This design comes from an exercise in tuning for small area and a short achievable clock period on the open sky130 flow, not from production work.
In this exercise RTL edits were held to simulation tests only and were not proved equivalent to the original.
Power and IR drop assume default switching activity.

### design/flow/design.v
`default_nettype none
package text_video_pkg;
  localparam int H_VISIBLE = 64;
  localparam int H_FRONT   = 4;
  localparam int H_SYNC    = 8;
  localparam int H_BACK    = 4;
  localparam int H_TOTAL   = H_VISIBLE + H_FRONT + H_SYNC + H_BACK;
  localparam int V_VISIBLE = 32;
  localparam int V_FRONT   = 2;
  localparam int V_SYNC    = 3;
  localparam int V_BACK    = 3;
  localparam int V_TOTAL   = V_VISIBLE + V_FRONT + V_SYNC + V_BACK;
  localparam int HCOUNT_W = 7;
  localparam int VCOUNT_W = 7;
  localparam int GLYPH_W   = 8;
  localparam int GLYPH_H   = 16;
  localparam int TEXT_COLS = 8;
  localparam int TEXT_ROWS = 2;
  localparam int BYTE_W      = 8;
  localparam int CHAR_BYTES  = TEXT_COLS * TEXT_ROWS;
  localparam int CHAR_ADDR_W = 4;
  localparam int GLYPHS      = 16;
  localparam int FONT_BYTES  = GLYPHS * GLYPH_H;
  localparam int FONT_ADDR_W = 8;
  localparam int PIXEL_LATENCY = 4;
  localparam logic [3:0] FG_RED   = 4'hf;
  localparam logic [3:0] FG_GREEN = 4'hf;
  localparam logic [3:0] FG_BLUE  = 4'h0;
  localparam logic [3:0] BG_RED   = 4'h2;
  localparam logic [3:0] BG_GREEN = 4'h0;
  localparam logic [3:0] BG_BLUE  = 4'h8;
  typedef enum logic [7:0] {
    OP_NONE       = 8'h00,
    OP_LOAD_FONT  = 8'h80,
    OP_LOAD_CHARS = 8'h82
  } cmd_opcode_e;
  typedef enum logic [1:0] {
    CMD_IDLE      = 2'd0,
    CMD_FONT_DATA = 2'd1,
    CMD_CHAR_DATA = 2'd2
  } cmd_state_e;
endpackage
`default_nettype wire
`timescale 1ns/1ps
`default_nettype none
import text_video_pkg::*;
module sync_timer
(
  input  logic                                clk,
  input  logic                                rst_n,
  output logic [text_video_pkg::HCOUNT_W-1:0] hcount,
  output logic [text_video_pkg::VCOUNT_W-1:0] vcount,
  output logic                                line_visible,
  output logic                                frame_visible,
  output logic                                hsync,
  output logic                                vsync
);
  logic h_last;
  logic v_last;
  assign h_last = (hcount == HCOUNT_W'(H_TOTAL - 1));
  assign v_last = (vcount == VCOUNT_W'(V_TOTAL - 1));
  always_ff @(posedge clk or negedge rst_n)
  begin
    if (!rst_n)
    begin
      hcount <= '0;
      vcount <= '0;
    end
    else if (h_last)
    begin
      hcount <= '0;
      if (v_last)
        vcount <= '0;
      else
        vcount <= vcount + 1'b1;
    end
    else
      hcount <= hcount + 1'b1;
  end
  assign line_visible  = (hcount < HCOUNT_W'(H_VISIBLE));
  assign frame_visible = (vcount < VCOUNT_W'(V_VISIBLE));
  assign hsync = !((hcount >= HCOUNT_W'(H_VISIBLE + H_FRONT)) &&
                   (hcount <  HCOUNT_W'(H_VISIBLE + H_FRONT + H_SYNC)));
  assign vsync = !((vcount >= VCOUNT_W'(V_VISIBLE + V_FRONT)) &&
                   (vcount <  VCOUNT_W'(V_VISIBLE + V_FRONT + V_SYNC)));
endmodule
`default_nettype wire
`timescale 1ns/1ps
`default_nettype none
import text_video_pkg::*;
module cmd_decoder
(
  input  logic                                   clk,
  input  logic                                   rst_n,
  input  logic                                   cmd_valid,
  input  logic [text_video_pkg::BYTE_W-1:0]      cmd_data,
  output logic                                   font_we,
  output logic [text_video_pkg::FONT_ADDR_W-1:0] font_waddr,
  output logic [text_video_pkg::BYTE_W-1:0]      font_wdata,
  output logic                                   font_acc,
  output logic [text_video_pkg::FONT_ADDR_W-1:0] font_acc_addr,
  output logic [4:0]                             font_acc_slot,
  output logic                                   char_we,
  output logic                                   char_acc,
  output logic [text_video_pkg::CHAR_ADDR_W-1:0] char_acc_addr,
  output logic [text_video_pkg::CHAR_ADDR_W-1:0] char_waddr,
  output logic [text_video_pkg::BYTE_W-1:0]      char_wdata,
  output logic                                   bad_cmd
);
  text_video_pkg::cmd_state_e state;
  logic [FONT_ADDR_W-1:0] byte_cnt;
  logic [FONT_ADDR_W-1:0] byte_cnt_inc;
  logic [4:0]             cnt_slot;
  logic                   last_font;
  logic                   last_char;
  logic [FONT_ADDR_W-1:0] wr_addr;
  logic [BYTE_W-1:0]      wr_data;
  assign last_font = (byte_cnt == FONT_ADDR_W'(FONT_BYTES - 1));
  assign last_char = (byte_cnt == FONT_ADDR_W'(CHAR_BYTES - 1));
  always_ff @(posedge clk or negedge rst_n)
  begin
    if (!rst_n)
    begin
      state    <= CMD_IDLE;
      byte_cnt <= '0;
      font_we  <= 1'b0;
      char_we  <= 1'b0;
      bad_cmd  <= 1'b0;
    end
    else
    begin
      font_we <= 1'b0;
      char_we <= 1'b0;
      if (cmd_valid)
      begin
        case (state)
          CMD_IDLE:
          begin
            byte_cnt <= '0;
            case (cmd_data)
              OP_LOAD_FONT:  state <= CMD_FONT_DATA;
              OP_LOAD_CHARS: state <= CMD_CHAR_DATA;
              default:       bad_cmd <= 1'b1;
            endcase
          end
          CMD_FONT_DATA:
          begin
            font_we  <= 1'b1;
            byte_cnt <= byte_cnt + 1'b1;
            if (last_font)
              state <= CMD_IDLE;
          end
          CMD_CHAR_DATA:
          begin
            char_we  <= 1'b1;
            byte_cnt <= byte_cnt + 1'b1;
            if (last_char)
              state <= CMD_IDLE;
          end
          default: state <= CMD_IDLE;
        endcase
      end
    end
  end
  assign byte_cnt_inc = byte_cnt + 1'b1;
  always_ff @(posedge clk or negedge rst_n)
  begin
    if (!rst_n)
      cnt_slot <= 5'b10000;
    else if (cmd_valid)
    begin
      if (state == CMD_IDLE)
        cnt_slot <= 5'b10000;
      else if (state == CMD_FONT_DATA || state == CMD_CHAR_DATA)
        cnt_slot <= (byte_cnt_inc == '0) ? 5'b10000 : {1'b0, 4'(1) << byte_cnt_inc[1:0]};
    end
  end
  always_ff @(posedge clk)
  begin
    if (cmd_valid)
    begin
      wr_addr <= byte_cnt;
      wr_data <= cmd_data;
    end
  end
  assign font_acc      = cmd_valid && (state == CMD_FONT_DATA);
  assign font_acc_addr = byte_cnt;
  assign font_acc_slot = cnt_slot;
  assign char_acc      = cmd_valid && (state == CMD_CHAR_DATA);
  assign char_acc_addr = byte_cnt[CHAR_ADDR_W-1:0];
  assign font_waddr = wr_addr;
  assign font_wdata = wr_data;
  assign char_waddr = wr_addr[CHAR_ADDR_W-1:0];
  assign char_wdata = wr_data;
endmodule
`default_nettype wire
`timescale 1ns/1ps
`default_nettype none
import text_video_pkg::*;
module text_mem
#(
  parameter int DEPTH  = text_video_pkg::CHAR_BYTES,
  parameter int ADDR_W = text_video_pkg::CHAR_ADDR_W
)
(
  input  logic                              clk,
  input  logic                              we,
  input  logic [ADDR_W-1:0]                 waddr,
  input  logic [text_video_pkg::BYTE_W-1:0] wdata,
  input  logic [ADDR_W-1:0]                 raddr,
  output logic [text_video_pkg::BYTE_W-1:0] rdata
);
  logic [BYTE_W-1:0] mem [DEPTH];
  always_ff @(posedge clk)
  begin
    if (we)
      mem[waddr] <= wdata;
  end
  assign rdata = mem[raddr];
endmodule
module font_mem
(
  input  logic       clk,
  input  logic       rst_n,
  input  logic       acc,
  input  logic [7:0] acc_addr,
  input  logic [7:0] acc_data,
  input  logic [4:0] acc_slot,
  input  logic       we,
  input  logic [7:0] waddr,
  input  logic [7:0] wdata,
  input  logic [15:0] row_sel,
  output logic [31:0] taps,
  output logic [1:0]  tap_bit,
  output logic [2:0]  phase3,
  input  logic [7:0] chk_addr,
  input  logic       chk_zero,
  output logic       chk_hit,
  output logic [7:0] chk_data
);
  logic [2:0] phi;
  logic       pol1;
  logic       pol2;
  logic [2047:0] ring;
  assign tap_bit = 2'd3 - phi[1:0];
  assign phase3  = phi;
  assign pol1    = 3'(phi + 3'd1) >> 2;
  assign pol2    = 3'(phi + 3'd2) >> 2;
  always_ff @(posedge clk)
    phi <= phi + 3'd1;
  logic       r_pend [4];
  logic [1:0] r_cnt  [4];
  logic [2:0] r_hi3  [4];
  logic [7:0] r_lo   [4];
  logic [7:0] r_data [4];
  logic       r_act  [4];
  logic       r_xlo  [4];
  logic       r_xhi  [4];
  logic [7:0] r_hi   [4];
  for (genvar s = 0; s < 4; s++) begin : g_rslot
    logic       load;
    logic [7:0] nd;
    assign load = acc && acc_slot[s];
    assign nd   = load ? acc_data : r_data[s];
    always_ff @(posedge clk or negedge rst_n) begin
      if (!rst_n)
        r_pend[s] <= 1'b0;
      else
        r_pend[s] <= load;
    end
    always_ff @(posedge clk) begin
      if (load) begin
        r_hi3[s]  <= acc_addr[7:5];
        r_lo[s]   <= 8'(1) << acc_addr[4:2];
        r_data[s] <= acc_data;
      end
      if (r_pend[s])
        r_cnt[s] <= 2'd3;
      else if (r_cnt[s] != 2'd0)
        r_cnt[s] <= r_cnt[s] - 2'd1;
      r_xlo[s] <= nd[2'd2 - phi[1:0]] ^ pol2;
      r_xhi[s] <= nd[{1'b1, 2'd2 - phi[1:0]}] ^ pol2;
    end
    assign r_act[s] = r_pend[s] || (r_cnt[s] != 2'd0);
    assign r_hi[s]  = 8'(1) << r_hi3[s];
  end
  logic       z_now;
  logic       z_pend;
  logic [1:0] z_cnt;
  logic [7:0] z_data;
  logic [7:0] z_ed;
  logic       z_act;
  assign z_now = z_pend;
  always_ff @(posedge clk or negedge rst_n) begin
    if (!rst_n)
      z_pend <= 1'b0;
    else
      z_pend <= acc && acc_slot[4];
  end
  assign z_act = z_now || (z_cnt != 2'd0);
  assign z_ed  = z_now ? wdata : z_data;
  always_ff @(posedge clk) begin
    if (z_now) begin
      z_data <= wdata;
      z_cnt  <= 2'd3;
    end
    else if (z_cnt != 2'd0)
      z_cnt <= z_cnt - 2'd1;
  end
  for (genvar a = 0; a < 256; a++) begin : g_byte
    localparam int S = a % 4;
    logic ins;
    logic xlo;
    logic xhi;
    if (a == 0) begin : g_zero
      assign ins = z_act;
      assign xlo = z_ed[tap_bit] ^ pol1;
      assign xhi = z_ed[{1'b1, tap_bit}] ^ pol1;
    end
    else begin : g_other
      assign ins = r_act[S] && r_hi[S][a / 32] && r_lo[S][(a / 4) % 8];
      assign xlo = r_xlo[S];
      assign xhi = r_xhi[S];
    end
    always_ff @(posedge clk) begin
      ring[8*a+1 +: 3] <= ring[8*a +: 3];
      ring[8*a+5 +: 3] <= ring[8*a+4 +: 3];
      ring[8*a]        <= ins ? xlo : !ring[8*a+3];
      ring[8*a+4]      <= ins ? xhi : !ring[8*a+7];
    end
  end
  for (genvar g = 0; g < 16; g++) begin : g_tap
    logic [1:0] rowbits [16];
    for (genvar r = 0; r < 16; r++) begin : g_r
      assign rowbits[r] = {ring[8*(16*g+r)+7], ring[8*(16*g+r)+3]} & {2{row_sel[r]}};
    end
    assign taps[2*g +: 2] = rowbits[0]  | rowbits[1]  | rowbits[2]  | rowbits[3]  |
                            rowbits[4]  | rowbits[5]  | rowbits[6]  | rowbits[7]  |
                            rowbits[8]  | rowbits[9]  | rowbits[10] | rowbits[11] |
                            rowbits[12] | rowbits[13] | rowbits[14] | rowbits[15];
  end
  always_comb begin
    if (chk_zero) begin
      chk_hit  = z_act;
      chk_data = z_ed;
    end
    else begin
      chk_hit  = r_act[chk_addr[1:0]] && (r_hi3[chk_addr[1:0]] == chk_addr[7:5]) &&
                 r_lo[chk_addr[1:0]][chk_addr[4:2]];
      chk_data = r_data[chk_addr[1:0]];
    end
  end
endmodule
`default_nettype wire
`timescale 1ns/1ps
`default_nettype none
import text_video_pkg::*;
module glyph_pixel_gen
(
  input  logic                                   clk,
  input  logic                                   rst_n,
  input  logic [text_video_pkg::HCOUNT_W-1:0]    hcount,
  input  logic [text_video_pkg::VCOUNT_W-1:0]    vcount,
  input  logic                                   line_visible,
  input  logic                                   frame_visible,
  input  logic                                   hsync_in,
  input  logic                                   vsync_in,
  output logic [text_video_pkg::CHAR_ADDR_W-1:0] char_raddr,
  input  logic [text_video_pkg::BYTE_W-1:0]      char_rdata,
  input  logic                                   char_we,
  input  logic [text_video_pkg::CHAR_ADDR_W-1:0] char_waddr,
  input  logic [text_video_pkg::BYTE_W-1:0]      char_wdata,
  input  logic                                   char_acc,
  input  logic [text_video_pkg::CHAR_ADDR_W-1:0] char_acc_addr,
  input  logic [text_video_pkg::BYTE_W-1:0]      cmd_data,
  output logic [3:0]                             font_row,
  output logic [15:0]                            font_row_sel,
  input  logic [31:0]                            font_taps,
  input  logic [1:0]                             font_tap_bit,
  input  logic [2:0]                             font_phase3,
  output logic [text_video_pkg::FONT_ADDR_W-1:0] font_chk_addr,
  output logic                                   font_chk_zero,
  input  logic                                   font_chk_hit,
  input  logic [text_video_pkg::BYTE_W-1:0]      font_chk_data,
  output logic [3:0]                             red,
  output logic [3:0]                             green,
  output logic [3:0]                             blue,
  output logic                                   hsync,
  output logic                                   vsync,
  output logic                                   de
);
  logic [2:0]             phase;
  logic [CHAR_ADDR_W-1:0] fetch_col;
  logic [VCOUNT_W-1:0]    fetch_line;
  logic [VCOUNT_W-1:0]    next_line;
  logic [3:0]             row_q;
  logic [15:0]            row_oh;
  logic [3:0]             code_pre;
  logic                   code_hit;
  logic                   row_zero;
  logic                   zero_new;
  logic [3:0]             code_new;
  logic [3:0]             code;
  logic                   ph6;
  logic                   ph0;
  logic                   ph2;
  logic [CHAR_ADDR_W-1:0] fetch_addr;
  logic [31:0]            taps_q;
  logic [1:0]             tap_bit_q;
  logic [1:0]             gbits;
  logic [GLYPH_W-1:0]     snap;
  logic [GLYPH_W-1:0]     merged;
  logic                   ov_valid;
  logic [GLYPH_W-1:0]     ov_data;
  logic [GLYPH_W-1:0]     pix_shift;
  logic                   pix_ov;
  logic [2:0]             shown;
  logic [1:0]             shown_bit;
  logic [2:0]             win_phase;
  logic [1:0]             win_pos;
  logic                   pix_inv;
  logic                   pix_bit;
  logic [PIXEL_LATENCY-2:0] vis_pipe;
  logic [PIXEL_LATENCY-2:0] hs_pipe;
  logic [PIXEL_LATENCY-2:0] vs_pipe;
  assign phase = hcount[2:0];
  assign next_line = (vcount == VCOUNT_W'(V_TOTAL - 1)) ? '0 : vcount + 1'b1;
  always_comb
  begin
    if (hcount == HCOUNT_W'(H_TOTAL - 4))
    begin
      fetch_col  = '0;
      fetch_line = next_line;
    end
    else
    begin
      fetch_col  = CHAR_ADDR_W'(hcount / GLYPH_W + 1);
      fetch_line = vcount;
    end
  end
  assign fetch_addr    = CHAR_ADDR_W'((fetch_line / GLYPH_H) * TEXT_COLS + fetch_col);
  assign code          = code_hit ? code_new : code_pre;
  assign font_row      = row_q;
  assign font_row_sel  = row_oh;
  assign font_chk_addr = {code, row_q};
  assign font_chk_zero = row_zero && (code_hit ? zero_new : (code_pre == 4'd0));
  assign gbits         = taps_q[2*code +: 2];
  always_comb
  begin
    merged = snap;
    merged[{1'b1, tap_bit_q}] = gbits[1];
    merged[{1'b0, tap_bit_q}] = gbits[0];
  end
  always_ff @(posedge clk or negedge rst_n)
  begin
    if (!rst_n)
    begin
      code_hit <= 1'b0;
      ph6      <= 1'b0;
      ph0      <= 1'b1;
      ph2      <= 1'b0;
    end
    else
    begin
      if (phase == 3'd5)
        code_hit <= char_acc && (char_acc_addr == char_raddr);
      ph6 <= (phase == 3'd5);
      ph0 <= (phase == 3'd7);
      ph2 <= (phase == 3'd1);
    end
  end
  always_ff @(posedge clk)
  begin
    if (phase == 3'd4)
    begin
      char_raddr <= fetch_addr;
      row_q      <= fetch_line[3:0];
      row_oh     <= 16'(1) << fetch_line[3:0];
      row_zero   <= (fetch_line[3:0] == 4'd0);
    end
    if (phase == 3'd5)
    begin
      code_pre   <= (char_we && (char_waddr == char_raddr)) ? char_wdata[3:0] : char_rdata[3:0];
      code_new   <= cmd_data[3:0];
      zero_new   <= (cmd_data[3:0] == 4'd0);
    end
    taps_q    <= font_taps;
    tap_bit_q <= font_tap_bit;
    if (ph6)
    begin
      ov_valid <= font_chk_hit;
      ov_data  <= font_chk_data;
    end
    else if (ph0 && font_chk_hit)
    begin
      ov_valid <= 1'b1;
      ov_data  <= font_chk_data;
    end
    snap <= merged;
    if (ph2)
    begin
      pix_shift <= ov_valid ? ov_data : merged;
      pix_ov    <= ov_valid;
    end
    else
      pix_shift <= pix_shift << 1;
  end
  assign shown     = phase - 3'd3;
  assign shown_bit = 2'd3 - shown[1:0];
  assign win_phase = font_phase3 - shown - 3'd5;
  assign win_pos   = 2'd3 - shown_bit - win_phase[1:0];
  assign pix_inv   = !pix_ov && 3'(win_phase + 3'(win_pos) - 3'd3) >> 2;
  assign pix_bit   = pix_shift[GLYPH_W-1] ^ pix_inv;
  always_ff @(posedge clk or negedge rst_n)
  begin
    if (!rst_n)
    begin
      vis_pipe <= '0;
      hs_pipe  <= '1;
      vs_pipe  <= '1;
      de       <= 1'b0;
      hsync    <= 1'b1;
      vsync    <= 1'b1;
      red      <= 4'h0;
      green    <= 4'h0;
      blue     <= 4'h0;
    end
    else
    begin
      vis_pipe <= {vis_pipe[PIXEL_LATENCY-3:0], line_visible & frame_visible};
      hs_pipe  <= {hs_pipe[PIXEL_LATENCY-3:0], hsync_in};
      vs_pipe  <= {vs_pipe[PIXEL_LATENCY-3:0], vsync_in};
      de       <= vis_pipe[PIXEL_LATENCY-2];
      hsync    <= hs_pipe[PIXEL_LATENCY-2];
      vsync    <= vs_pipe[PIXEL_LATENCY-2];
      if (!vis_pipe[PIXEL_LATENCY-2])
        {red, green, blue} <= 12'h000;
      else if (pix_bit)
        {red, green, blue} <= {FG_RED, FG_GREEN, FG_BLUE};
      else
        {red, green, blue} <= {BG_RED, BG_GREEN, BG_BLUE};
    end
  end
endmodule
`default_nettype wire
`timescale 1ns/1ps
`default_nettype none
import text_video_pkg::*;
module text_video_top
(
  input  logic                              clk,
  input  logic                              rst_n,
  input  logic                              cmd_valid,
  input  logic [text_video_pkg::BYTE_W-1:0] cmd_data,
  output logic                              hsync,
  output logic                              vsync,
  output logic                              de,
  output logic [3:0]                        red,
  output logic [3:0]                        green,
  output logic [3:0]                        blue,
  output logic                              bad_cmd
);
  logic [HCOUNT_W-1:0]    hcount;
  logic [VCOUNT_W-1:0]    vcount;
  logic                   line_visible;
  logic                   frame_visible;
  logic                   raw_hsync;
  logic                   raw_vsync;
  logic                   font_we;
  logic [FONT_ADDR_W-1:0] font_waddr;
  logic [BYTE_W-1:0]      font_wdata;
  logic                   font_acc;
  logic [FONT_ADDR_W-1:0] font_acc_addr;
  logic [4:0]             font_acc_slot;
  logic [3:0]             font_row;
  logic [15:0]            font_row_sel;
  logic [31:0]            font_taps;
  logic [1:0]             font_tap_bit;
  logic [2:0]             font_phase3;
  logic [FONT_ADDR_W-1:0] font_chk_addr;
  logic                   font_chk_zero;
  logic                   font_chk_hit;
  logic [BYTE_W-1:0]      font_chk_data;
  logic                   char_we;
  logic                   char_acc;
  logic [CHAR_ADDR_W-1:0] char_acc_addr;
  logic [CHAR_ADDR_W-1:0] char_waddr;
  logic [BYTE_W-1:0]      char_wdata;
  logic [CHAR_ADDR_W-1:0] char_raddr;
  logic [BYTE_W-1:0]      char_rdata;
  sync_timer timer_i (.clk, .rst_n, .hcount, .vcount, .line_visible, .frame_visible,
                      .hsync(raw_hsync), .vsync(raw_vsync));
  cmd_decoder decoder_i (.clk, .rst_n, .cmd_valid, .cmd_data, .font_we, .font_waddr,
                         .font_wdata, .font_acc, .font_acc_addr, .font_acc_slot, .char_we, .char_acc, .char_acc_addr, .char_waddr,
                         .char_wdata, .bad_cmd);
  font_mem glyph_mem_i (
    .clk, .rst_n, .acc(font_acc), .acc_addr(font_acc_addr), .acc_data(cmd_data), .acc_slot(font_acc_slot),
    .we(font_we), .waddr(font_waddr), .wdata(font_wdata), .row_sel(font_row_sel),
    .taps(font_taps), .tap_bit(font_tap_bit), .phase3(font_phase3), .chk_addr(font_chk_addr), .chk_zero(font_chk_zero),
    .chk_hit(font_chk_hit), .chk_data(font_chk_data));
  text_mem #(.DEPTH(CHAR_BYTES), .ADDR_W(CHAR_ADDR_W)) char_mem_i (
    .clk, .we(char_we), .waddr(char_waddr), .wdata(char_wdata),
    .raddr(char_raddr), .rdata(char_rdata));
  glyph_pixel_gen pixel_gen_i (.clk, .rst_n, .hcount, .vcount, .line_visible,
                               .frame_visible, .hsync_in(raw_hsync), .vsync_in(raw_vsync),
                               .char_raddr, .char_rdata, .char_we, .char_waddr, .char_wdata,
                               .char_acc, .char_acc_addr, .cmd_data,
                               .font_row, .font_row_sel, .font_taps, .font_tap_bit, .font_phase3, .font_chk_addr, .font_chk_zero,
                               .font_chk_hit, .font_chk_data,
                               .red, .green, .blue, .hsync, .vsync, .de);
endmodule
`default_nettype wire
### design/flow/run.sh
#!/bin/bash
# synth_recipe.tcl (not shown) runs the flow's synth.tcl, then flattens the netlist and writes it again
# the make line also repeats each setting of config.mk as NAME=value (left out here)
make -C /OpenROAD-flow-scripts/flow DESIGN_CONFIG=/design/flow/config.mk WORK_HOME=/design/flow/orfs CLKGATE_MAP_FILE= SYNTH_SCRIPT=/design/flow/synth_recipe.tcl finish
### design/flow/config.mk
export PLATFORM = sky130hd
export DESIGN_NAME = text_video_top
export DESIGN_NICKNAME = text_video_top
export VERILOG_FILES = /design/flow/design.v
export SDC_FILE = /design/flow/constraint.sdc
export NUM_CORES = 4
export LEC_CHECK = 0
export CAP_MARGIN = 20
export CORE_MARGIN = 2
export CORE_UTILIZATION = 60
export CTS_CLUSTER_DIAMETER = 100
export CTS_CLUSTER_SIZE = 30
export SETUP_SLACK_MARGIN = 2.2
export SLEW_MARGIN = 20
### design/flow/constraint.sdc
create_clock -name core_clock -period 4.5 [get_ports {clk}]
set_input_delay 0.9000 -clock core_clock [delete_from_list [all_inputs] [get_ports {clk}]]
set_output_delay 0.9000 -clock core_clock [all_outputs]
set_load 0.01 [all_outputs]
==> results.txt, run 1 <==
Setup violations, final 0; RSZ-0062 raised after global routing true; min Tclk post-route 2.575 ns; fraction of layout cells with a size suffix above 1 0.09695; Critical Path AT 3.24 ns; Final period util 0.5722; core area 105,000 um^2; syn avg cell area 13.21 um^2; leakage 0.02786 uW; DR WL met3 9909 um; clock transition at the registers of the reported paths 0.12 ns; DRC 0; PortBufs 23; slowest stage cell on the critical path dfrtp_2; HPWL Detailed 97,560 um; Initial Util 0.6040; Total Wirelength roughly 160,000 um; post-route ant nets 0; Final Skew ~0.03 ns; Rel. slew slack 0.3285; kind of end point of the critical path register; routed len/inst around 25 um; CTS Buf Count 89; fmax between 300 and 400 MHz; final non-filler cell total 6,282; Max Cap Violations 0; CP Cell Sequence inv_2 -> ha_4 -> inv_4 -> ha_4 -> ha_4 -> xnor2_2 -> xnor2_1 -> ha_1 -> a21oi_2 -> xnor2_1 -> nor2_1 -> xnor2_2 -> and2_1; met1 WL 73,610 um; full die area about 110,000 um^2; async set or reset register ratio after synthesis 0.02269; met2 routed wirelength 69,620 um; endpoints failing hold 0; EDFF count, synth 164; later-pin clock latency in the skew report 0.73 ns; max incr delay on CP 0.39 ns; delay-heaviest family, CP adder cells; initial antenna violation count 7; pin count of the biggest net entering global routing 49; PD cells 620.7 nW/um^2; Crit Path Max Fanout 2; WP data required 5.16 ns; ranking of synthesized cells by area dfxtp_1 (68%), edfxtp_1 (7.8%), a21oi_1 (4.2%); placed cells 6,107; CTS HTree Levels 3; CTS root buffer clkbuf_16; Setup crit start kind register; DR top layer met5; row count 119; CTS Sinks 2,380; leading cell type by number of instances after synthesis dfxtp_1; worst slew pin tran approximately 1 ns; ys flop type dfxtp_1; Setup TNS Final 0 ns; Worst Path Buf+Inv 2; total power 42,820 uW; Seq cells post-synth 2,380; vias in the first global route 32,540; width of the die between 300 and 400 um; CTS tree done; Post-synth top cells dfxtp_1 (2,162), nor2_1 (592), a21oi_1 (528); sequential share of the synthesized area 0.7819; Worst Setup Path Type reg2reg; GRT overflow 0; final net count approximately 5,000; post-synth top area share 0.6827; worst min path class in2async; Iteration-0 DRC Markers 3,130; total track usage 0.2916; DR pass1 iterations 5; DIE HEIGHT 329.1 um; max-slew violation count 0; first-pass GRT wire length 226,300 um; Synth area leader dfxtp_1; cell mode on critical path ha_4; Longest Clk Path Bufs 3; post-synth cell types between 70 and 80; status finished clean; Layout Area Growth over Synthesis 8.806%; VDD IR max roughly 0.56 mV; GP Congestion between 0.8 and 0.9; Syn. warnings 30; synthesized cell area 63,400 um^2; FF-to-FF setup slack 1.93 ns; total number of vias approximately 35,000; DR vias/cell 5.560; Ports 27; Mapped Cells 4,799
## report_power, final
part	switching, uW	internal, uW	total [uW]
Combinational	2150	1630	3770
Clock	6060	3810	9860
Sequential	2400	26800	29200
## kinds of logic after synthesis
group | Yosys count | synth area share
simple gates | 1092 | 0.07129
compound gates | 885 | 0.08854
other cells | 1 | 0.00005915
flops | 2380 | 0.7819
buf+inv | 236 | 0.01478
fa+ha+maj | 34 | 0.006710
xor+xnor | 45 | 0.006217
mux | 126 | 0.03051
## cell usage in the layout (no fill, tap or decap), types with 6 or more instances in the layout
cell       netlist  routed
clkbuf_16        0      93
a21o_1           8       8
a221oi_1       132     132
a22o_1         135     135
dfrtp_1         44      36
dfxtp_4          0       9
buf_4           10     116
clkbuf_1       151      12
buf_6            1      21
nor2b_1         11       9
xor2_1          16      16
edfxtp_1       164     164
nand4_1         37      37
mux4_2          46      46
o21ai_1          7       7
xnor2_1         29      25
mux2_2          62      59
a21oi_1        528     524
o21ai_0         24      23
dfxtp_1       2162    2151
a22oi_2          0       7
inv_1           46      41
dfstp_2         10      10
buf_12           0       9
nor3_4           0       7
or3_1            8       8
nor3_1          27      18
mux2i_1         14      13
nand3_1         22      17
nor2_1         592     585
dfrtp_2          0       8
nand2_1        321     319
nand2b_1        31      31
o31a_1           6       6
ha_1            34      28
## state kept, by name (all words and copies together), names as in the netlist, 8 cells and up, named ones only
signal and count:
glyph_mem_i.ring 2048, char_mem_i.mem 64, glyph_mem_i.r_data 32, glyph_mem_i.r_lo 32, pixel_gen_i.taps_q 32, pixel_gen_i.row_oh 16
glyph_mem_i.r_hi3 12, decoder_i.byte_cnt 8, decoder_i.wr_data 8, glyph_mem_i.r_cnt 8, glyph_mem_i.z_data 8, pixel_gen_i.ov_data 8
pixel_gen_i.pix_shift 8, pixel_gen_i.snap 8
## per-stage QoR
step / setup WS [ns] / hold WS (ns) / util / instance area [um^2]
2_1_floorplan: 2.018 / 0.3096 / - / 63500
3_3_place_gp: 1.348 / 0.3095 / 0.6234 / 65440
3_5_place_dp: 1.281 / 0.3121 / 0.6234 / 65440
4_1_cts: 1.922 / 0.2279 / 0.6529 / 68530
5_1_grt: 1.779 / 0.2488 / 0.6571 / 68970
6_report: 1.925 / 0.2344 / 0.6571 / 68980
## worst reg2reg max path, stage by stage, from the launching register on
cell     delay, ns
dfrtp_2       0.39
inv_2         0.05
ha_4          0.27
inv_4         0.04
ha_4          0.26
ha_4          0.20
xnor2_2       0.16
xnor2_1       0.13
ha_1          0.25
a21oi_2       0.14
xnor2_1       0.13
nor2_1        0.08
xnor2_2       0.25
and2_1        0.17
## timing repair
action / CTS / global route
gates resized for setup: 127 / 49
gates cloned: 5 / 0
pin swaps: 11 / 26
hold buffers: 0 / 0
setup buffers: 34 / 24
endpoints found under the setup margin: 298 / 206
## layer usage
metal,track usage,vias to the layer above
met3,0.04221,267
met4,0.09555,8
li1,-,16410
met1,0.4312,17230
met2,0.4452,1017
met5,0,-
## cell type report
type | instances | area, um^2
Clock buffer | 105 | 2372
Antenna cell | 2 | 5.005
Sequential cell | 2380 | 49620
Multi-Input combinational cell | 2188 | 13500
Timing Repair inverter | 1 | 5.005
Timing Repair Buffer | 163 | 1474
Clock inverter | 5 | 83.83
Tap cell | 1391 | 1740
Fill cell | 7843 | 35990
Inverter | 47 | 187.7
## path summary, 6_finish.rpt
| kind | startpoint | endpoint | depth (start not counted) |
|---|---|---|---|
| worst max-delay path | timer_i.hcount[0] | pixel_gen_i.blue[3] | 13 |
| worst min-delay path | rst_n | pixel_gen_i.code_hit | 1 |
| worst max register to register | timer_i.hcount[0] | pixel_gen_i.blue[3] | 13 |
| worst min register to register | glyph_mem_i.ring[84] | glyph_mem_i.ring[85] | 0 |
| max in group asynchronous | rst_n | decoder_i.cnt_slot[4] | 2 |
| min in group core_clock | glyph_mem_i.ring[84] | glyph_mem_i.ring[85] | 0 |
==> run 2: changes to the inputs <==
--- a/design/flow/config.mk
+++ b/design/flow/config.mk
@@ -11,4 +11,4 @@
 export CTS_CLUSTER_DIAMETER = 100
 export CTS_CLUSTER_SIZE = 30
-export SETUP_SLACK_MARGIN = 2.2
+export SETUP_SLACK_MARGIN = 2.1
 export SLEW_MARGIN = 20
==> results.txt, run 2 <==
DIE HEIGHT 329.1 um (unchanged); reg2reg end pixel_gen_i.blue[3] (unchanged); worst slew pin tran 0.9739 ns (was 1.007 ns); Max Cap Violations 0 (unchanged); kind of end point of the critical path register (unchanged); endpoints failing hold 0 (unchanged); Layout Area Growth over Synthesis 7.999% (was 8.806%); worst r2r src timer_i.hcount[1] (was timer_i.hcount[0]); DR vias/cell 5.598 (was 5.560); CTS Sinks 2,380 (unchanged); min Tclk post-route 2.512 ns (was 2.575 ns); top flop regs glyph_mem_i.ring x2048, char_mem_i.mem x64 (unchanged); Reg2Reg Depth 13 (unchanged); GRT overflow 0 (unchanged); vias in the first global route 32,930 (was 32,540); CTS HTree Levels 3 (unchanged); post-synth cell types 71 (unchanged); Setup TNS Final 0 ns (unchanged); initial antenna violation count 8 (was 7); clock transition at the registers of the reported paths 0.12 ns (about the same); worst min path class in2async (unchanged); Setup violations, final 0 (unchanged); Worst Setup Path Type reg2reg (unchanged); Mapped Cells 4,799 (unchanged); Total Wirelength 160,200 um (was 158,900 um); Critical Path AT 3.17 ns (was 3.24 ns); max-slew violation count 0 (unchanged); full die area 108,300 um^2 (unchanged); VDD IR max 0.6012 mV (was 0.5615 mV); CTS root buffer clkbuf_16 (unchanged); ranking of synthesized cells by area dfxtp_1 (68%), edfxtp_1 (7.8%), a21oi_1 (4.2%) (unchanged); Syn. warnings 30 (unchanged); ys flop type dfxtp_1 (unchanged); first-pass GRT wire length 228,700 um (was 226,300 um); total number of vias 35,050 (was 34,930); Top reg by flops glyph_mem_i.ring (unchanged); Iteration-0 DRC Markers 3,054 (was 3,130); CTS Buf Count 89 (unchanged); Final period util 0.5582 (was 0.5722); PortBufs 23 (unchanged); Final Skew 0.03564 ns (was 0.02988 ns); final net count 4,891 (was 4,915); Initial Util 0.6040 (unchanged); max incr delay on CP 0.38 ns (was 0.39 ns); pin count of the biggest net entering global routing 49 (unchanged); row count 119 (unchanged); commonest non-fill, non-tap cell in the layout dfxtp_1 (unchanged); core area 105,000 um^2 (unchanged); status finished clean (unchanged); DR pass1 iterations 5 (unchanged); PD cells 622.4 nW/um^2 (was 620.7 nW/um^2); Setup crit start kind register (unchanged); delay-heaviest family, CP adder cells (unchanged); Rel. slew slack 0.3507 (was 0.3285); FF-to-FF setup slack 1.99 ns (was 1.93 ns); sequential share of the synthesized area 0.7819 (unchanged); post-route ant nets 0 (unchanged); GP Congestion 0.8425 (was 0.8214); DRC 0 (unchanged); async set or reset register ratio after synthesis 0.02269 (unchanged); Seq cells post-synth 2,380 (unchanged); Ports 27 (unchanged); fmax 398.1 MHz (was 388.4 MHz); Longest Clk Path Bufs 3 (unchanged); post-synth top area share 0.6827 (unchanged); total track usage 0.2947 (was 0.2916); later-pin clock latency in the skew report 0.72 ns (was 0.73 ns); CTS tree done (unchanged); leakage 0.02759 uW (was 0.02786 uW); syn avg cell area 13.21 um^2 (unchanged); slowest stage cell on the critical path dfrtp_1 (was dfrtp_2); width of the die 329.1 um (unchanged); CP Cell Sequence inv_2 -> ha_4 -> inv_4 -> ha_4 -> ha_4 -> xnor2_2 -> xnor2_1 -> ha_1 -> a21oi_2 -> xnor2_1 -> nor2_1 -> xnor2_1 -> and2_1 (was inv_2 -> ha_4 -> inv_4 -> ha_4 -> ha_4 -> xnor2_2 -> xnor2_1 -> ha_1 -> a21oi_2 -> xnor2_1 -> nor2_1 -> xnor2_2 -> and2_1); routed len/inst 25.58 um (was 25.30 um); synthesized cell area 63,400 um^2 (unchanged); Worst Path Buf+Inv 2 (unchanged); Post-synth top cells dfxtp_1 (2,162), nor2_1 (592), a21oi_1 (528) (unchanged); most frequent cells in the layout dfxtp_1 (2,152), nor2_1 (583), a21oi_1 (527) (was dfxtp_1 (2,151), nor2_1 (585), a21oi_1 (524)); EDFF count, synth 164 (unchanged); Largest register FFs 2,048 (unchanged); RSZ-0062 raised after global routing true (unchanged); hold slack final 0.1346 ns (was 0.2344 ns); Crit Path Max Fanout 2 (unchanged); crit path from timer_i.hcount[1] (was timer_i.hcount[0]); Synth area leader dfxtp_1 (unchanged); # fillers 7,918 (was 7,843); total power 42,610 uW (was 42,820 uW); WP data required 5.15 ns (was 5.16 ns); leading cell type by number of instances after synthesis dfxtp_1 (unchanged); HPWL Detailed 97,310 um (was 97,560 um); fraction of layout cells with a size suffix above 1 0.08801 (was 0.09695)
run 2: how the worst max path moves through the flow:
stage               cells past startpoint  slack (ns)                  end
global route                           13        1.82  pixel_gen_i.blue[3]
CTS                                     2        1.93             green[1]
detailed placement                      7        1.26   decoder_i.state[0]
global placement                        7        1.31   decoder_i.state[0]
floorplan                              13        2.02  pixel_gen_i.blue[3]
finish                                 13        1.99  pixel_gen_i.blue[3]
run 2: stage by stage:
step | setup slack, ns | util | instances | area, um^2
CTS | 1.926 | 0.6496 | 6244 | 68180
finish | 1.988 | 0.6523 | 6260 | 68470
floorplan | 2.018 | - | 4801 | 63480
global route | 1.816 | 0.6521 | 6254 | 68450
global placement | 1.306 | 0.6228 | 6100 | 65370
detailed placement | 1.258 | 0.6230 | 6101 | 65390
run 2: final cells by class:
class	count	area, um^2	area share
sequential	2380	49610	0.7246
multi-input combinational	2188	13360	0.1951
clock buffer	103	2301	0.03361
tap	1391	1740	0.02542
timing repair buffer	139	1176	0.01718
inverter	47	187.7	0.002741
clock inverter	5	71.32	0.001042
antenna	6	15.01	0.0002193
timing repair inverter	1	5.005	0.00007310
run 2: what timing repair did:
action                                  CTS  global route
cloned                                    4             0
endpoints found under the setup margin  160           205
resized for setup                        74            53
hold buffers                              0             0
pin swaps                                 7            10
setup buffers                            31            10
run 2: logic make-up after synthesis:
logic type,Yosys count,synth area share
xor gates and xnor gates,45,0.006217
muxes,126,0.03051
other,1,0.00005915
and+or+nand+nor,1092,0.07129
DFF,2380,0.7819
AOI/OAI and AO/OA,885,0.08854
adders and majority gates,34,0.006710
buffers and inverters,236,0.01478
run 2: power by group:
group          switching, uW  leakage, uW  internal [uW]
logic                   2130      0.00606           1570
clock network           6020      0.00116           3720
registers               2400       0.0204          26800
total                  10500       0.0276          32100
run 2: per-layer routing:
metal	GRT usage	up-vias	share of wire
li1	-	16360	-
met1	0.4390	17290	0.46
met2	0.4482	1131	0.44
met3	0.04221	258	0.070
met4	0.09318	8	0.035
met5	0	-	0.00028
run 2: worst register-to-register path, cell delays in order (launching register included):
cell and delay, ns:
dfrtp_1 0.38, inv_2 0.06, ha_4 0.27, inv_4 0.04, ha_4 0.26, ha_4 0.20
xnor2_2 0.16, xnor2_1 0.13, ha_1 0.25, a21oi_2 0.13, xnor2_1 0.12, nor2_1 0.06
xnor2_1 0.22, and2_1 0.16
==> run 3: changes to the inputs <==
--- a/design/flow/design.v
+++ b/design/flow/design.v
@@ -420,4 +420,6 @@
   logic [1:0]             win_pos;
   logic                   pix_inv;
+  logic                   pix_inv_q;
+  logic [3:0]             code_q;
   logic                   pix_bit;
   logic [PIXEL_LATENCY-2:0] vis_pipe;
@@ -445,5 +447,5 @@
   assign font_chk_addr = {code, row_q};
   assign font_chk_zero = row_zero && (code_hit ? zero_new : (code_pre == 4'd0));
-  assign gbits         = taps_q[2*code +: 2];
+  assign gbits         = taps_q[2*code_q +: 2];
   always_comb
   begin
@@ -485,4 +487,6 @@
       zero_new   <= (cmd_data[3:0] == 4'd0);
     end
+    if (ph6)
+      code_q <= code;
     taps_q    <= font_taps;
     tap_bit_q <= font_tap_bit;
@@ -506,10 +510,12 @@
       pix_shift <= pix_shift << 1;
   end
-  assign shown     = phase - 3'd3;
+  assign shown     = phase - 3'd2;
   assign shown_bit = 2'd3 - shown[1:0];
-  assign win_phase = font_phase3 - shown - 3'd5;
+  assign win_phase = font_phase3 + 3'd1 - shown - 3'd5;
   assign win_pos   = 2'd3 - shown_bit - win_phase[1:0];
-  assign pix_inv   = !pix_ov && 3'(win_phase + 3'(win_pos) - 3'd3) >> 2;
-  assign pix_bit   = pix_shift[GLYPH_W-1] ^ pix_inv;
+  assign pix_inv   = 3'(win_phase + 3'(win_pos) - 3'd3) >> 2;
+  assign pix_bit   = pix_shift[GLYPH_W-1] ^ (pix_inv_q && !pix_ov);
+  always_ff @(posedge clk)
+    pix_inv_q <= pix_inv;
   always_ff @(posedge clk or negedge rst_n)
   begin
==> results.txt, run 3 <==
PortBufs 23 (unchanged); worst slew pin tran 1.163 ns (was 0.9739 ns); DR pass1 iterations 7 (was 5); total number of vias 34,730 (was 35,050); status finished clean (unchanged); syn avg cell area 13.28 um^2 (was 13.21 um^2); first-pass GRT wire length 226,800 um (was 228,700 um); Initial Util 0.6056 (was 0.6040); CP Cell Sequence buf_4 -> a221oi_1 -> nand4_1 (was inv_2 -> ha_4 -> inv_4 -> ha_4 -> ha_4 -> xnor2_2 -> xnor2_1 -> ha_1 -> a21oi_2 -> xnor2_1 -> nor2_1 -> xnor2_1 -> and2_1); initial antenna violation count 6 (was 8); busiest grt layer met2 (unchanged); later-pin clock latency in the skew report 0.73 ns (was 0.72 ns); worst min path class in2async (unchanged); CTS tree done (unchanged); routed len/inst 25.46 um (was 25.58 um); leakage 0.02791 uW (was 0.02759 uW); Longest Clk Path Bufs 3 (unchanged); Worst Path Buf+Inv 1 (was 2); Largest register FFs 2,048 (unchanged); ant diodes 0 (was 6); Setup violations, final 0 (unchanged); CTS Sinks 2,385 (was 2,380); DRC 0 (unchanged); Rel. slew slack 0.2248 (was 0.3507); leading cell type by number of instances after synthesis dfxtp_1 (unchanged); ys flop type dfxtp_1 (unchanged); hold slack final 0.1735 ns (was 0.1346 ns); total track usage 0.2912 (was 0.2947); full die area 108,900 um^2 (was 108,300 um^2); Crit Path Max Fanout 14 (was 2); Mapped Cells 4,802 (was 4,799); Critical Path AT 2.92 ns (was 3.17 ns); Setup crit start kind register (unchanged); Total Wirelength 158,800 um (was 160,200 um); post-synth cell types 66 (was 71); VDD IR max 0.5571 mV (was 0.6012 mV); delay-heaviest family, CP flip-flops (was adder cells); GR Util met2 0.4479 (was 0.4482); Reg2Reg Depth 3 (was 13); switching share of total power 0.2081 (was 0.2474); RSZ-0062 raised after global routing true (unchanged); Ports 27 (unchanged); worst r2r src pixel_gen_i.row_oh[9] (was timer_i.hcount[1]); CTS HTree Levels 3 (unchanged); DR vias/cell 5.569 (was 5.598); kind of end point of the critical path register (unchanged); fraction of layout cells with a size suffix above 1 0.08999 (was 0.08801); fmax 410.1 MHz (was 398.1 MHz); clock transition at the registers of the reported paths 0.11 ns (was 0.12 ns); cell internal pwr 27,970 uW (was 32,070 uW); PD cells 513.9 nW/um^2 (was 622.4 nW/um^2); clock network fraction of total power 0.281 (was 0.229); pin count of the biggest net entering global routing 48 (was 49); endpoints failing hold 0 (unchanged); # fillers 7,836 (was 7,918); Seq pwr share 0.684 (was 0.685); Worst Setup Path Type reg2reg (unchanged); slowest stage cell on the critical path edfxtp_1 (was dfrtp_1); async set or reset register ratio after synthesis 0.02264 (was 0.02269); net switching power figure 7348 uW (was 10,540 uW); commonest non-fill, non-tap cell in the layout dfxtp_1 (unchanged); synthesized cell area 63,750 um^2 (was 63,400 um^2); Top reg by flops glyph_mem_i.ring (unchanged); WP data required 4.99 ns (was 5.15 ns); HPWL Detailed 97,400 um (was 97,310 um); min Tclk post-route 2.438 ns (was 2.512 ns); Logic pwr share 0.035 (was 0.087); FF-to-FF setup slack 2.06 ns (was 1.99 ns); max incr delay on CP 0.87 ns (was 0.38 ns); post-synth top area share 0.6792 (was 0.6827); CTS Buf Count 89 (unchanged); row count 119 (unchanged); Setup TNS Final 0 ns (unchanged); met1 GRT Util 0.4282 (was 0.4390); Syn. warnings 30 (unchanged); Synth area leader dfxtp_1 (unchanged); Layout Area Growth over Synthesis 7.805% (was 7.999%); width of the die 330.0 um (was 329.1 um); Seq cells post-synth 2,385 (was 2,380); max-slew violation count 0 (unchanged); reg2reg end pixel_gen_i.taps_q[5] (was pixel_gen_i.blue[3]); DIE HEIGHT 330.0 um (was 329.1 um); Iteration-0 DRC Markers 3,188 (was 3,054); GP Congestion 0.8242 (was 0.8425); sequential share of the synthesized area 0.7798 (was 0.7819); top flop regs glyph_mem_i.ring x2048, char_mem_i.mem x64 (unchanged); Final Skew 0.03694 ns (was 0.03564 ns); CTS root buffer clkbuf_16 (unchanged); EDFF count, synth 168 (was 164); vias in the first global route 32,480 (was 32,930); final net count 4,874 (was 4,891); most frequent cells in the layout dfxtp_1 (2,149), nor2_1 (558), a21oi_1 (524) (was dfxtp_1 (2,152), nor2_1 (583), a21oi_1 (527)); GRT overflow 0 (unchanged); Max Cap Violations 0 (unchanged); Final period util 0.5419 (was 0.5582); core area 105,300 um^2 (was 105,000 um^2); post-route ant nets 0 (unchanged); ranking of synthesized cells by area dfxtp_1 (68%), edfxtp_1 (7.9%), a21oi_1 (4.1%) (was dfxtp_1 (68%), edfxtp_1 (7.8%), a21oi_1 (4.2%)); Post-synth top cells dfxtp_1 (2,163), nor2_1 (559), a21oi_1 (525) (was dfxtp_1 (2,162), nor2_1 (592), a21oi_1 (528)); GR Layer Usage met3 0.04582 (was 0.04221); CTS Hold Bufs 0 (unchanged)
run 3: area by class of cell:
class / count / area (um^2) / share of cell area
multi-input combinational: 2158 / 13370 / 0.1945
inverter: 48 / 193.9 / 0.002822
tap: 1391 / 1740 / 0.02532
timing repair buffer: 146 / 1197 / 0.01742
clock inverter: 6 / 103.9 / 0.001511
sequential: 2385 / 49760 / 0.7240
clock buffer: 102 / 2371 / 0.03450
run 3: layer usage:
| metal | vias up | wire [um] |
|---|---|---|
| li1 | 16330 | - |
| met1 | 17140 | 73170 |
| met2 | 1026 | 69710 |
| met3 | 241 | 10700 |
| met4 | 0 | 5208 |
| met5 | - | 0 |
run 3: cells by family (layout without fill, tap and decap cells):
group,Yosys count,count (layout),synth area share
muxes,124,124,0.03138
and+or+nand+nor,1075,1075,0.07252
DFF,2385,2385,0.7798
adders and majority gates,35,35,0.006869
xor gates and xnor gates,45,45,0.006182
other,1,3,0.00005882
buffers and inverters,261,302,0.01621
AOI/OAI and AO/OA,876,876,0.08702
run 3: power by group through the flow:
stage / Combinational, uW / Clock, uW / Sequential [uW]
2_1_floorplan: 839 / 0 / 24400
3_3_place_gp: 1160 / 0 / 24500
6_report: 1220 / 9940 / 24200
4_1_cts: 1200 / 10100 / 24200
3_5_place_dp: 1180 / 0 / 24600
5_1_grt: 1340 / 10800 / 24400
run 3: worst max-delay path by stage:
stage	startpoint	end	slack, ns	cells after the start
2_1_floorplan	glyph_mem_i.r_cnt[1][0]	pixel_gen_i.ov_data[0]	2.10	8
3_5_place_dp	cmd_valid	glyph_mem_i.r_xhi[1]	1.12	6
6_report	pixel_gen_i.row_oh[9]	pixel_gen_i.taps_q[5]	2.06	3
3_3_place_gp	cmd_valid	glyph_mem_i.r_xhi[1]	1.13	6
4_1_cts	pixel_gen_i.red[2]	red[3]	1.99	2
5_1_grt	pixel_gen_i.tap_bit_q[0]	pixel_gen_i.pix_inv_q	1.98	10
run 3: per-stage QoR:
stage	instance area, um^2	utilization	setup slack (ns)	std cells	power (uW)
floorplan	63840	-	2.100	4804	25220
global placement	65830	0.6254	1.126	6096	25700
detailed placement	65830	0.6254	1.118	6096	25820
CTS	68460	0.6504	1.987	6214	35440
global route	68730	0.6529	1.978	6236	36530
finish	68730	0.6529	2.062	6236	35320
run 3: repair_timing:
action | 4_1_cts | 5_1_grt
pin swaps | 2 | 4
setup buffers | 10 | 22
endpoints found under the setup margin | 135 | 158
resized for setup | 40 | 38
==> run 4: changes to the inputs <==
--- a/design/flow/config.mk
+++ b/design/flow/config.mk
@@ -10,5 +10,5 @@
 export CORE_UTILIZATION = 60
 export CTS_CLUSTER_DIAMETER = 100
-export CTS_CLUSTER_SIZE = 30
+export CTS_CLUSTER_SIZE = 24
 export SETUP_SLACK_MARGIN = 2.1
 export SLEW_MARGIN = 20
==> results.txt, run 4 <==
Rel. slew slack 0.2551 (was 0.2248); most frequent cells in the layout dfxtp_1 (2,148), nor2_1 (557), a21oi_1 (522) (was dfxtp_1 (2,149), nor2_1 (558), a21oi_1 (524)); GP Congestion 0.8242 (unchanged); DRC 0 (unchanged); leading cell type by number of instances after synthesis dfxtp_1 (unchanged); hold slack final 0.1521 ns (was 0.1735 ns); sequential share of the synthesized area 0.7798 (unchanged); Place WS 1.118 ns (unchanged); HPWL Detailed 97,400 um (unchanged); ant diodes 0 (unchanged); WP data required 3.60 ns (was 4.99 ns); row count 119 (unchanged); fraction of layout cells with a size suffix above 1 0.09594 (was 0.08999); CTS HTree Levels 3 (unchanged); initial antenna violation count 12 (was 6); VDD IR max 0.4857 mV (was 0.5571 mV); synthesized cell area 63,750 um^2 (unchanged); vias in the first global route 32,760 (was 32,480); CTS root buffer clkbuf_16 (unchanged); cell mode on critical path buf_6; leakage 0.02818 uW (was 0.02791 uW); Final Skew 0.02588 ns (was 0.03694 ns); RSZ-0062 raised after global routing true (unchanged); simple-gate share of the synthesized area 0.07252 (unchanged); Crit Path Max Fanout 3 (was 14); setup slack after layout 2.031 ns (was 2.062 ns); kind of end point of the critical path output port (was register); status finished clean (unchanged); DR pass1 iterations 5 (was 7); top flop regs glyph_mem_i.ring x2048, char_mem_i.mem x64 (unchanged); delay-heaviest family, CP buffers and inverters (was flip-flops); Total Wirelength 159,100 um (was 158,800 um); endpoints failing hold 0 (unchanged); Worst Path Buf+Inv 4 (was 1); placed cells 6,096 (unchanged); commonest non-fill, non-tap cell in the layout dfxtp_1 (unchanged); CP Cell Sequence buf_6 -> buf_6 -> buf_6 -> buf_6 (was buf_4 -> a221oi_1 -> nand4_1); Setup TNS Final 0 ns (unchanged); DR vias/cell 5.568 (was 5.569); Critical Path AT 1.57 ns (was 2.92 ns); min Tclk post-route 2.469 ns (was 2.438 ns); Setup crit start kind register (unchanged); Setup violations, final 0 (unchanged); width of the die 330.0 um (unchanged); FF-to-FF setup slack 2.10 ns (was 2.06 ns); ranking of synthesized cells by area dfxtp_1 (68%), edfxtp_1 (7.9%), a21oi_1 (4.1%) (unchanged); Initial Util 0.6056 (unchanged); PD cells 519.9 nW/um^2 (was 513.9 nW/um^2); Max Cap Violations 0 (unchanged); Top reg by flops glyph_mem_i.ring (unchanged); ys flop type dfxtp_1 (unchanged); PortBufs 23 (unchanged); Reg2Reg Depth 6 (was 3); final non-filler cell total 6,269 (was 6,236); fmax 405.1 MHz (was 410.1 MHz); slowest stage cell on the critical path dfrtp_1 (was edfxtp_1); later-pin clock latency in the skew report 0.74 ns (was 0.73 ns); Seq cells post-synth 2,385 (unchanged); CTS Buf Count 109 (was 89); total track usage 0.2923 (was 0.2912); Syn. warnings 30 (unchanged); Largest register FFs 2,048 (unchanged); Layout Area Growth over Synthesis 8.808% (was 7.805%); CTS tree done (unchanged); max-slew violation count 0 (unchanged); crit path capture red[3] (was pixel_gen_i.taps_q[5]); Post-synth top cells dfxtp_1 (2,163), nor2_1 (559), a21oi_1 (525) (unchanged); Worst Setup Path Type reg2out (was reg2reg); clock transition at the registers of the reported paths 0.10 ns (was 0.11 ns); first-pass GRT wire length 227,700 um (was 226,800 um); Iteration-0 DRC Markers 3,009 (was 3,188); full die area 108,900 um^2 (unchanged); Synth Area in XOR/XNOR 0.006182 (unchanged); CTS Sinks 2,385 (unchanged); post-synth cell types 66 (unchanged); worst slew pin tran 1.111 ns (was 1.163 ns); total number of vias 34,910 (was 34,730); crit path from pixel_gen_i.red[2] (was pixel_gen_i.row_oh[9]); post-synth top area share 0.6792 (unchanged); pin count of the biggest net entering global routing 48 (unchanged); post-route ant nets 0 (unchanged); worst r2r src glyph_mem_i.r_hi3[1][2] (was pixel_gen_i.row_oh[9]); final net count 4,902 (was 4,874); Final period util 0.5486 (was 0.5419); routed len/inst 25.37 um (was 25.46 um); post-synthesis mux area share 0.03138 (unchanged); async set or reset register ratio after synthesis 0.02264 (unchanged); largest family of logic cells by synthesized area compound AO/OA/AOI/OAI gates (unchanged); core area 105,300 um^2 (unchanged); max incr delay on CP 0.40 ns (was 0.87 ns); EDFF count, synth 168 (unchanged); DIE HEIGHT 330.0 um (unchanged); Ports 27 (unchanged); reg2reg end pixel_gen_i.ov_data[5] (was pixel_gen_i.taps_q[5]); Longest Clk Path Bufs 3 (unchanged); syn avg cell area 13.28 um^2 (unchanged); Worst path depth 4 (was 3); GRT overflow 0 (unchanged); worst min path class in2async (unchanged); Synth Area in Adders 0.006869 (unchanged); Synth area leader dfxtp_1 (unchanged); CTS Hold Bufs 0 (unchanged); Mapped Cells 4,802 (unchanged); Synth Area in Compound Gates 0.08702 (unchanged)
## run 4: layout make-up
cell class | count | area, um^2
clock inverters | 4 | 63.81
flip-flops and latches | 2385 | 49760
well taps | 1391 | 1740
multi-input cells | 2158 | 13440
clock buffers | 129 | 2867
inverters | 48 | 193.9
fillers | 7760 | 35900
repair buffers | 154 | 1299
## run 4: report_power, final
part	switching [uW]	total (uW)	internal (uW)	leakage, uW
Combinational	661	1230	564	0.00630
Sequential	613	24200	23500	0.0205
Clock	6170	10700	4510	0.00143
Total	7450	36100	28600	0.0282
## run 4: repair_timing
item / 4_1_cts / 5_1_grt
pin swaps: 2 / 12
gates resized for setup: 48 / 45
setup endpoints to repair: 149 / 168
buffers inserted: 16 / 24
cloned: 0 / 0
## run 4: per-stage QoR
step	total power, uW	area [um^2]	utilization
after floorplan	25220	63840	-
after global placement	25700	65830	0.6254
after detailed placement	25820	65830	0.6254
after CTS	36240	68980	0.6553
after global routing	37310	69370	0.6590
final	36060	69370	0.6590
## run 4: per-layer routing
layer,part of all wire,wire length [um],global-route usage,up-vias
li1,-,-,-,16390
met1,0.46,73120,0.4256,17240
met2,0.44,70090,0.4481,1021
met3,0.065,10300,0.04990,254
met4,0.035,5537,0.09476,4
met5,0.00015,24,0,-
## run 4: worst register-to-register path, stage by stage (launching register included)
cell and delay, ns:
edfxtp_1 0.60, mux4_2 0.53, xnor2_1 0.15, nand3_1 0.10, nand4b_1 0.26, o31ai_4 0.32, buf_12 0.16
## run 4: worst min-delay path by stage
stage | end | slack [ns] | cells after the start
2_1_floorplan | glyph_mem_i.ring[1001] | 0.31 | 0
3_3_place_gp | glyph_mem_i.ring[1713] | 0.31 | 0
3_5_place_dp | glyph_mem_i.ring[299] | 0.31 | 0
4_1_cts | glyph_mem_i.ring[733] | 0.31 | 0
5_1_grt | decoder_i.char_we | 0.17 | 1
6_report | decoder_i.byte_cnt[1] | 0.15 | 1
## run 4: logic make-up after synthesis
kind of cell / after synthesis
flip-flops: 2385
XOR/XNOR: 45
other: 1
buffers and inverters: 261
adder cells (fa/ha/maj): 35
AND/OR/NAND/NOR: 1075
multiplexers: 124
AO/OA/AOI/OAI: 876
==> run 5: changes to the inputs <==
--- a/design/flow/config.mk
+++ b/design/flow/config.mk
@@ -11,4 +11,5 @@
 export CTS_CLUSTER_DIAMETER = 100
 export CTS_CLUSTER_SIZE = 24
+export PLACE_DENSITY = 0.7
 export SETUP_SLACK_MARGIN = 2.1
 export SLEW_MARGIN = 20
==> results.txt, run 5 <==
syn avg cell area 13.28 um^2 (unchanged); Setup crit start kind register (unchanged); Worst Setup Path Type reg2reg (was reg2out); initial antenna violation count 8 (was 12); GR Util met2 0.4399 (was 0.4481); full die area 108,900 um^2 (unchanged); routed len/inst 24.49 um (was 25.37 um); async set or reset register ratio after synthesis 0.02264 (unchanged); max-slew violation count 0 (unchanged); # fillers 7,614 (was 7,760); Crit Path Max Fanout 9 (was 3); post-synth top area share 0.6792 (unchanged); Total Wirelength 153,600 um (was 159,100 um); EDFF count, synth 168 (unchanged); vias in the first global route 33,740 (was 32,760); fmax 418.8 MHz (was 405.1 MHz); CTS root buffer clkbuf_16 (unchanged); Iteration-0 DRC Markers 3,581 (was 3,009); post-route ant nets 0 (unchanged); Post-synth top cells dfxtp_1 (2,163), nor2_1 (559), a21oi_1 (525) (unchanged); CTS Sinks 2,385 (unchanged); Synth area leader dfxtp_1 (unchanged); Largest register FFs 2,048 (unchanged); busiest grt layer met2 (unchanged); HPWL Detailed 91,590 um (was 97,400 um); DRC 0 (unchanged); first-pass GRT wire length 223,600 um (was 227,700 um); later-pin clock latency in the skew report 0.74 ns (about the same); most frequent cells in the layout dfxtp_1 (2,148), nor2_1 (558), a21oi_1 (523) (was dfxtp_1 (2,148), nor2_1 (557), a21oi_1 (522)); row count 119 (unchanged); core area 105,300 um^2 (unchanged); leakage 0.02822 uW (was 0.02818 uW); ant diodes 0 (unchanged); ranking of synthesized cells by area dfxtp_1 (68%), edfxtp_1 (7.9%), a21oi_1 (4.1%) (unchanged); Reg2Reg Depth 8 (was 6); CTS Hold Bufs 0 (unchanged); PortBufs 23 (unchanged); ys flop type dfxtp_1 (unchanged); Top reg by flops glyph_mem_i.ring (unchanged); min Tclk post-route 2.388 ns (was 2.469 ns); worst slew pin tran 1.088 ns (was 1.111 ns); CTS Buf Count 109 (unchanged); met1 GRT Util 0.4083 (was 0.4256); sequential share of the synthesized area 0.7798 (unchanged); Longest Clk Path Bufs 3 (unchanged); Setup violations, final 0 (unchanged); commonest non-fill, non-tap cell in the layout dfxtp_1 (unchanged); RSZ-0062 raised after global routing true (unchanged); VDD IR max 0.5008 mV (was 0.4857 mV); post-synth cell types 66 (unchanged); worst min path class in2async (unchanged); CTS tree done (unchanged); synthesized cell area 63,750 um^2 (unchanged); Syn. warnings 30 (unchanged); top flop regs glyph_mem_i.ring x2048, char_mem_i.mem x64 (unchanged); kind of end point of the critical path register (was output port); DR pass1 iterations 6 (was 5); status finished clean (unchanged); endpoints failing hold 0 (unchanged); placed cells 6,086 (was 6,096); DR vias/cell 5.637 (was 5.568); GP Congestion 0.8538 (was 0.8242); width of the die 330.0 um (unchanged); Seq cells post-synth 2,385 (unchanged); Layout Area Growth over Synthesis 8.850% (was 8.808%); CTS HTree Levels 3 (unchanged); PD cells 520.3 nW/um^2 (was 519.9 nW/um^2); DIE HEIGHT 330.0 um (unchanged); total number of vias 35,340 (was 34,910); Final period util 0.5306 (was 0.5486); WP data required 4.96 ns (was 3.60 ns); leading cell type by number of instances after synthesis dfxtp_1 (unchanged); Ports 27 (unchanged); final non-filler cell total 6,270 (was 6,269); GRT overflow 0 (unchanged); total track usage 0.2830 (was 0.2923); final net count 4,903 (was 4,902); pin count of the biggest net entering global routing 49 (was 48); Max Cap Violations 0 (unchanged); fraction of layout cells with a size suffix above 1 0.09428 (was 0.09594); GR Layer Usage met3 0.04312 (was 0.04990); clock transition at the registers of the reported paths 0.10 ns (about the same); Final Skew 0.03141 ns (was 0.02588 ns); Rel. slew slack 0.2686 (was 0.2551); Setup TNS Final 0 ns (unchanged); Initial Util 0.6056 (unchanged); Mapped Cells 4,802 (unchanged); Critical Path AT 2.85 ns (was 1.57 ns)
[run 5: repair_timing]
action / 4_1_cts / 5_1_grt
buffers inserted: 9 / 40
setup endpoints to repair: 191 / 87
resized for setup: 41 / 37
pin swaps: 3 / 6
gates cloned: 1 / 0
[run 5: per-layer routing]
metal / wire [um] / part of all wire
met3: 11980 / 0.078
met4: 5958 / 0.039
met5: 60 / 0.00039
met2: 68600 / 0.45
met1: 66950 / 0.44
[run 5: cells by family (layout without fill, tap and decap cells)]
family | after synthesis | in the layout | share of synthesized area
XOR/XNOR | 45 | 45 | 0.006182
adder cells (fa/ha/maj) | 35 | 35 | 0.006869
other | 1 | 3 | 0.00005882
AND/OR/NAND/NOR | 1075 | 1075 | 0.07252
AO/OA/AOI/OAI | 876 | 876 | 0.08702
multiplexers | 124 | 124 | 0.03138
buffers and inverters | 261 | 336 | 0.01621
flip-flops | 2385 | 2385 | 0.7798
[run 5: power breakdown]
| group | internal (uW) | switching [uW] | leakage (uW) |
|---|---|---|---|
| Sequential | 23500 | 623 | 0.0205 |
| Clock | 4580 | 6170 | 0.00145 |
| Combinational | 555 | 641 | 0.00632 |
| Total | 28700 | 7430 | 0.0282 |
[run 5: worst paths after layout]
check	start	endpoint	slack (ns)
max	glyph_mem_i.r_cnt[3][0]	pixel_gen_i.ov_data[2]	2.11
min	rst_n	timer_i.vcount[1]	0.24
max reg2reg	glyph_mem_i.r_cnt[3][0]	pixel_gen_i.ov_data[2]	2.11
min reg2reg	glyph_mem_i.ring[653]	glyph_mem_i.ring[654]	0.32
max in group asynchronous	rst_n	decoder_i.cnt_slot[4]	3.37
min in group core_clock	glyph_mem_i.ring[653]	glyph_mem_i.ring[654]	0.32
[run 5: layout make-up]
| type | instances | area (um^2) | area share |
|---|---|---|---|
| multi-input cells | 2158 | 13390 | 0.1930 |
| flip-flops and latches | 2385 | 49760 | 0.7171 |
| clock buffers | 130 | 2913 | 0.04198 |
| repair buffers | 155 | 1340 | 0.01931 |
| clock inverters | 3 | 52.55 | 0.0007573 |
| well taps | 1391 | 1740 | 0.02508 |
| inverters | 48 | 193.9 | 0.002795 |
[run 5: metrics by stage]
stage          worst slack, ns  total power, uW  instance area, um^2  utilization  hold slack [ns]
5_1_grt                  2.032            37330                69390       0.6592           0.2630
2_1_floorplan            2.100            25220                63840            -           0.3096
3_5_place_dp             1.138            25810                65710       0.6242           0.3121
6_report                 2.112            36100                69390       0.6592           0.2445
4_1_cts                  2.078            36230                68890       0.6544           0.2391
3_3_place_gp             1.160            25660                65710       0.6242           0.3096
[run 5: critical path: stages, from the launching register on]
cell      delay (ns)
dfxtp_2         0.36
inv_2           0.05
ha_4            0.16
nor2b_4         0.18
mux4_2          0.52
nor3b_2         0.16
nand4b_1        0.19
o31ai_4         0.33
buf_12          0.16

port drivers added, routing unchanged:
In the flow no input, the clock included, has a driving cell. The finished layouts below were timed again as built, in two steps. Step 1 assumes that a clkbuf_16 drives the clock port and a buf_2 every other input. Step 2 times the ports against the registers' clock, not the clock port: input delays grow and output delays shrink by t, the midpoint of the rising clock arrivals with the driver on. Three values: ideal ports, drivers, drivers and shift; two values: the first two.
run	t, ns	setup slack, ns	worst data-port slew with drivers (ns)	cell pins on the clock port's net
run 1	0.784	1.925 / 1.925 / 1.552	0.04	1
run 2	0.778	1.988 / 1.954 / 1.470	0.03	1
run 3	0.788	2.062 / 2.062 / 1.809	0.03	1
run 4	0.803	2.031 / 1.953 / 1.820	0.03	1
run 5	0.796	2.112 / 2.104 / 1.463	0.03	1
After both steps setup and hold are still met in every run listed. For run 5, which loses most, drivers alone change the setup slack by -0.008 ns; drivers and shift together by -0.649 ns.
